Background: an optimization exercise with open tools, aiming at small area, a short achievable clock period and few clock cycles per item. Do not read the settings as production practice. The RTL was checked by simulation tests, not by an equivalence proof against the original design. Power and IR drop assume default switching activity.

// chip8_instruction_execute_top
module chip8_instruction_execute_top #(
    parameter int unsigned STACK_DEPTH = 16
) (
    input  wire logic        aclk,
    input  wire logic        aresetn,
    input  wire logic        cfg_valid,
    output logic             cfg_ready,
    input  wire logic [11:0] cfg_start_address,
    input  wire logic        s_valid,
    output logic             s_ready,
    input  wire logic [15:0] s_instruction,
    output logic             m_valid,
    input  wire logic        m_ready,
    output logic [11:0]      m_pc_value,
    output logic [11:0]      m_index_value,
    output logic             m_reg_written,
    output logic [3:0]       m_reg_number,
    output logic [7:0]       m_vreg_data,
    output logic             m_flag_written,
    output logic             m_flag_value,
    output logic [1:0]       m_status
);
For scale: about 450 flip-flops, ~21000 sq um of cells after synthesis.
Settings: LEC_CHECK=0, ABC_AREA=1, ABC_CLOCK_PERIOD_IN_PS=2500, CAP_MARGIN=20, CORE_MARGIN=2, CORE_UTILIZATION=62, CTS_CLUSTER_DIAMETER=100, CTS_CLUSTER_SIZE=25, GPL_ROUTABILITY_DRIVEN=0, SETUP_SLACK_MARGIN=4.5, SLEW_MARGIN=20, TNS_END_PERCENT=20; clock period 7.0 ns.
standard.sh (not shown) runs the stock make flow with config.mk's settings and CLKGATE_MAP_FILE= SYNTH_SCRIPT=/design/flow/synth_recipe.tcl, a recipe that flattens the netlist after the stock synthesis.
==> flow/flow/run.sh <==
#!/bin/bash
# The standard layout, with plain buffers (instead of the delay cells the
# resizer picks by default) on the input and output ports.
set -euo pipefail
bash standard.sh BUFFER_PORTS_ARGS="-buffer_cell sky130_fd_sc_hd__buf_2" finish > standard_flow.log 2>&1
The baseline went through all stages and came out clean.
Testbench counts at the start, summed over its fixed seeds: cycles 12,024, items 12,000.
Next try:
Settings changed: GPL_ROUTABILITY_DRIVEN 0 to unset, SETUP_SLACK_MARGIN 4.5 to 4.35.
=> Hold slack barely changes; sequential power barely changes; power falls by 1.6%; maximum frequency fell by 1.3%.
Next try:
Settings changed: CORE_UTILIZATION 62 to 55, SETUP_SLACK_MARGIN 4.35 to 4.5.
The changed run produced a clean layout. Clock skew is higher by 0.011 ns. Via count is higher by 1.1%. Clock-buffer cell count is higher by 7. Synthesized area stays the same. Final cell count is higher by 4.1%. Routed wire length is higher by 6.8%. Non-clock buffer count is higher by 33. Clock power is higher by about 4%.

red:
Starting RTL as in the previous note.
Settings: LEC_CHECK=0, ABC_AREA=1, ABC_CLOCK_PERIOD_IN_PS=2500, CAP_MARGIN=20, CORE_MARGIN=2, CORE_UTILIZATION=62, CTS_CLUSTER_DIAMETER=100, CTS_CLUSTER_SIZE=25, SETUP_SLACK_MARGIN=4.5, SLEW_MARGIN=20, TNS_END_PERCENT=20; clock period 7.0 ns.
==> flow/flow/run.sh <==
#!/bin/bash
# The standard synthesis; then only its combinational logic is mapped
# again, with ABC's default script (flip-flops keep their cells and names);
# then the standard layout from that netlist, with plain buffers
# (buf_2) on the input and output ports.
set -euo pipefail
R="$PWD/orfs/results/$FLOW_PLATFORM/chip8_instruction_execute_top/base"
LIB="$FLOW_HOME/platforms/$FLOW_PLATFORM/lib/sky130_fd_sc_hd__tt_025C_1v80.lib"
YOSYS="${YOSYS_EXE:-$(command -v yosys)}"

bash standard.sh synth > standard_synth.log 2>&1

# the platform's combinational cells as Verilog, from their liberty functions
python3 flow/genmodels.py "$LIB" > cell_models.v 2> genmodels.log
cp "$R/1_2_yosys.v" synth_standard.v
REMAP_LIB="$LIB" REMAP_IN=synth_standard.v REMAP_OUT="$R/1_2_yosys.v" \
REMAP_TOP="$FLOW_TOP" REMAP_MODELS=cell_models.v \
REMAP_DONT_USE="sky130_fd_sc_hd__probe_p_8 sky130_fd_sc_hd__probec_p_8 sky130_fd_sc_hd__lpflow_*" \
  "$YOSYS" -c flow/remap.tcl > remap.log 2>&1

bash standard.sh BUFFER_PORTS_ARGS="-buffer_cell sky130_fd_sc_hd__buf_2" finish > standard_flow.log 2>&1
Other scripts of this flow, unchanged in this note and not shown: flow/flow/genmodels.py, flow/flow/remap.tcl
Testbench counts of red, summed over its fixed seeds: cycles 12,024, items 12,000.
Relative to red, the following input files were edited for blue:
# red
export LEC_CHECK = 0
export ABC_AREA = 1
export ABC_CLOCK_PERIOD_IN_PS = 2500
export CAP_MARGIN = 20
export CORE_MARGIN = 2
export CORE_UTILIZATION = 62
export CTS_CLUSTER_DIAMETER = 100
export CTS_CLUSTER_SIZE = 25
export SETUP_SLACK_MARGIN = 4.5
export SLEW_MARGIN = 20
export TNS_END_PERCENT = 20
create_clock -name core_clock -period 7.0 [get_ports {aclk}]
# blue
export LEC_CHECK = 0
export ABC_AREA = 1
export ABC_CLOCK_PERIOD_IN_PS = 2500
export CAP_MARGIN = 20
export CORE_MARGIN = 2
export CORE_UTILIZATION = 62
export CTS_CLUSTER_DIAMETER = 100
export CTS_CLUSTER_SIZE = 25
export SETUP_SLACK_MARGIN = 4.8
export SLEW_MARGIN = 20
export TNS_END_PERCENT = 40
create_clock -name core_clock -period 7.0 [get_ports {aclk}]
[summary]
blue against red: storage element area essentially unchanged; part of the cycle the worst path needs increased 0.39 points. Sort blue and red by number of clock buffers in the layout desc -> top: blue. | total length of routed met2 wires | higher: blue |. Taking red as the reference, in blue wire length after detailed routing climbed 5.3%, total I/O pin count now sits at about the same level, setup slack on the worst flop-to-flop path fell by 0.03 ns, setup slack dropped 0.028 ns, multi-input gate count level.

## run 1
chip8_instruction_execute_top again, from the RTL that the note above started with.
clock: 7.0 ns
lec_check: 0
abc_area: 1
abc_clock_period_in_ps: 2500
cap_margin: 20
core_margin: 2
core_utilization: 66
cts_cluster_diameter: 100
cts_cluster_size: 25
setup_slack_margin: 4.4
slew_margin: 20
tns_end_percent: 20
==> flow/flow/run.sh <==
#!/bin/bash
# The standard layout, with plain buffers (instead of the delay cells the
# resizer picks by default) on the input and output ports.
set -euo pipefail
bash standard.sh BUFFER_PORTS_ARGS="-buffer_cell sky130_fd_sc_hd__buf_2" finish > standard_flow.log 2>&1
Run 1 completed; timing, DRC and antenna clean
Testbench counts of run 1, summed over its fixed seeds: cycles 12,024, items 12,000.
Here is what was changed in the inputs of run 2 compared with run 1.
-- flow/config.mk --
<<< run 1, line 11
export CORE_MARGIN = 2
export CORE_UTILIZATION = 66
export CTS_CLUSTER_DIAMETER = 100
export CTS_CLUSTER_SIZE = 25
export SETUP_SLACK_MARGIN = 4.4
export SLEW_MARGIN = 20
>>> run 2, line 11
export CORE_MARGIN = 2
export CORE_UTILIZATION = 58
export CTS_CLUSTER_DIAMETER = 100
export CTS_CLUSTER_SIZE = 25
export SETUP_SLACK_MARGIN = 4.5
export SLEW_MARGIN = 20
--- outcome ---
- Highest achievable clock rate on run 2 is behind run 1.
- Summary of the comparison: global-route track usage on met3 is lower in run 2, relative to run 1.
- Min core utilization of the finished layout across run 2 and run 1: run 2
- Comparing run 2 against run 1, there is no change at all in instance count along the most critical hold path.
- The area of the core number comes out higher for run 2 vs run 1.
- Of run 2 and run 1, the higher sequential cell area share belongs to run 1.
- Per the comparison of run 2 with run 1, switching portion of total power rose by 0.27 points; first-iteration DRC count fell by 597.
Here is what was changed in the inputs of run 3 compared with run 2.
-- flow/config.mk --
<<< run 2, line 11
export CORE_MARGIN = 2
export CORE_UTILIZATION = 58
export CTS_CLUSTER_DIAMETER = 100
>>> run 3, line 11
export CORE_MARGIN = 2
export CORE_UTILIZATION = 62
export CTS_CLUSTER_DIAMETER = 100
<<< run 2, line 16
export SLEW_MARGIN = 20
export TNS_END_PERCENT = 20
>>> run 3, line 16
export SLEW_MARGIN = 20
export TNS_END_PERCENT = 100
Results
- Run 2 finished every stage and its layout cleared the timing, DRC and antenna checks.
- Run 3 was carried through to the last stage, and its layout satisfied the timing, DRC and antenna checks.
- Looking at met3 layer usage reported by global route, run 3 sits 0.73 points higher than run 2 does.
- Run 3 against run 2: combinational logic power grew by 13%, global routing met1 resource utilization grew by 0.99 points, maximum ir drop on the vdd rail grew by 5.4 uV, routed wire length grew by 250 microns.
- Comparing the two runs side by side, run 3 comes out behind run 2 on via count of the routed design.
- Between run 3 and run 2, the difference in hold slack is negligible.
- Wire length of the first global-routing pass down 2.0% in run 3 wrt run 2
Modified inputs, run 4 compared to run 3
-- flow/config.mk --
<<< run 3, line 14
export CTS_CLUSTER_SIZE = 25
export SETUP_SLACK_MARGIN = 4.5
export SLEW_MARGIN = 20
export TNS_END_PERCENT = 100
>>> run 4, line 14
export CTS_CLUSTER_SIZE = 25
export SETUP_SLACK_MARGIN = 4.4
export SLEW_MARGIN = 20
export TNS_END_PERCENT = 20
[summary]
For run 3 and run 4, there was not a single run that failed to finish clean. Run 4 ended up with fewer standard cells than run 3. Per the comparison of run 4 with run 3, non-clock inverter instance count of the final layout went down by 1; total power went down by 0.13 mW; net switching fraction of the power went down by 0.68 points. Changes observed in run 4 relative to run 3: global-route usage -0.29 points; final core area utilization -2.4 points; hold slack +0.0050 ns; worst slew slack as a fraction of its limit -1.1 points. On net switching power figure, run 3 loses to run 4. Run 4 vs run 3 — design area dropped by a few percent.

chip8_instruction_execute_top again, from the RTL that the note above started with.
==> flow/config.mk <==
export PLATFORM = sky130hd
export DESIGN_NAME = chip8_instruction_execute_top
export DESIGN_NICKNAME = chip8_instruction_execute_top
export VERILOG_FILES = /design/flow/design.v
export SDC_FILE = /design/flow/constraint.sdc
export NUM_CORES = 4
export LEC_CHECK = 0
export ABC_AREA = 1
export ABC_CLOCK_PERIOD_IN_PS = 2500
export CAP_MARGIN = 20
export CORE_MARGIN = 2
export CORE_UTILIZATION = 62
export CTS_CLUSTER_DIAMETER = 100
export CTS_CLUSTER_SIZE = 28
export SETUP_SLACK_MARGIN = 4.5
export SLEW_MARGIN = 20
export TNS_END_PERCENT = 20
==> flow/constraint.sdc <==
create_clock -name core_clock -period 7.0 [get_ports {aclk}]
set_input_delay 1.4000 -clock core_clock [delete_from_list [all_inputs] [get_ports {aclk}]]
set_output_delay 1.4000 -clock core_clock [all_outputs]
set_load 0.01 [all_outputs]
Scripts as last shown in full above: flow/flow/run.sh
Testbench counts at the start, summed over its fixed seeds: cycles 12,024, items 12,000.
Rerun with:
Settings changed: CTS_CLUSTER_SIZE 28 to 25, SETUP_SLACK_MARGIN 4.5 to 4.6, TNS_END_PERCENT 20 to 50.
=> The changed run produced a clean layout; via count rises by 2.7%; area after synthesis is unchanged; cell area rises by 3.6%; wire length rises by 3.6%; global-route usage is about the same; flip-flop and latch count does not change; worst setup slack gains 0.080 ns; synthesized cell count is unchanged; worst hold slack loses 0.0054 ns; total power rises by 1.4%; register-to-register slack loses 0.05 ns.
Rerun with:
Settings changed: TNS_END_PERCENT 50 to 20.
What happened: Clock power drops by about 3%. Utilization drops by 1.4 points. Area after synthesis does not change. First-iteration DRC count drops by 19%. Final cell count drops by 1.2%. Combinational power drops by about 7%. Total power drops by about 1.6%. Hold slack improves by 0.0083 ns. Wire length drops by about 2.4%. Worst setup slack degrades by 0.053 ns.
Rerun with:
Settings changed: SETUP_SLACK_MARGIN 4.6 to 4.4, TNS_END_PERCENT 20 to 10.
Setup slack hardly moves.
Routed wire length went down by a few percent.
Utilization fell by 2.3 points.
Clock skew came out lower by 0.013 ns.
Power falls by a few percent.
Via count fell by a few percent.
Non-clock buffer count went down by 50.
Design area decreases by a few percent.
Sequential share of layout area is higher by 1.9 points.
Rerun with:
Settings changed: CORE_UTILIZATION 62 to 70, SETUP_SLACK_MARGIN 4.4 to 4.5, TNS_END_PERCENT 10 to 20.
After rerunning: Die area fell by 11%. Non-clock buffer count rose by 5. Via count rose by 3.9%. Final area rose by 0.60%. Combinational power rose by 6.0%. Total power rose by 1.3%. Fmax fell by 0.96%. Wire length rose by 0.40%. Register-to-register slack hardly moves. First-iteration DRC count rose by 17%. Sequential cell count is unchanged.
Rerun with:
Settings changed: CORE_UTILIZATION 70 to 62, CTS_CLUSTER_DIAMETER 100 to 150, SETUP_SLACK_MARGIN 4.5 to 4.4.
The changed run passed the timing, DRC and antenna checks. Setup slack gets better by 0.029 ns. Die area went up by 13%. Hold slack hardly moves. Sequential power is about the same. Non-clock buffer count went down by 7. Clock power shrinks by about 3%.

-- port drivers added, routing unchanged --
How much do the figures lean on ideal ports? The routed layouts below were timed once more, with nothing changed but the port constraints.
Step 1: set_driving_cell puts a clkbuf_16 on aclk and a buf_2 on each other input, an assumption about the parent block.
Step 2 also shifts input and output timing later by t, the mid clock arrival at the registers, as if the neighbouring blocks saw the same clock.
Slacks: no drivers / after step 1 / after step 2; pairs: no drivers / after step 1.
run	t (ns)	setup WS [ns]	worst hold slack (ns)	worst setup path at the end
the first run of note 1	0.595	4.301 / 4.246 / 3.890	0.458 / 0.458 / 0.458	input to register
the second run of note 1	0.592	4.265 / 4.265 / 3.814	0.459 / 0.459 / 0.459	input to register
the third run of note 1	0.605	4.255 / 4.198 / 3.970	0.450 / 0.450 / 0.450	input to register
red	0.603	4.238 / 4.221 / 3.907	0.460 / 0.460 / 0.460	input to register
blue	0.607	4.211 / 4.211 / 3.909	0.468 / 0.468 / 0.468	input to register
run 1	0.599	4.299 / 4.246 / 3.778	0.455 / 0.455 / 0.455	input to register
run 2	0.609	4.282 / 4.229 / 3.920	0.453 / 0.453 / 0.453	input to register
run 3	0.594	4.335 / 4.279 / 3.989	0.455 / 0.455 / 0.455	input to register
run 4	0.591	4.325 / 4.271 / 3.805	0.460 / 0.460 / 0.460	input to register
the first run of note 4	0.605	4.289 / 4.231 / 3.960	0.456 / 0.456 / 0.456	input to register
the second run of note 4	0.606	4.369 / 4.314 / 3.997	0.451 / 0.451 / 0.451	input to register
the third run of note 4	0.599	4.316 / 4.276 / 3.894	0.459 / 0.459 / 0.459	input to register
the fourth run of note 4	0.593	4.318 / 4.262 / 3.808	0.459 / 0.459 / 0.459	input to register
the fifth run of note 4	0.603	4.292 / 4.237 / 3.781	0.459 / 0.459 / 0.459	input to register
the sixth run of note 4	0.597	4.320 / 4.262 / 3.795	0.459 / 0.459 / 0.459	input to register
After both steps every run listed still meets setup and hold. The setup slack of the sixth run of note 4, which loses most, moves by -0.058 ns with the drivers and by -0.525 ns with both steps.
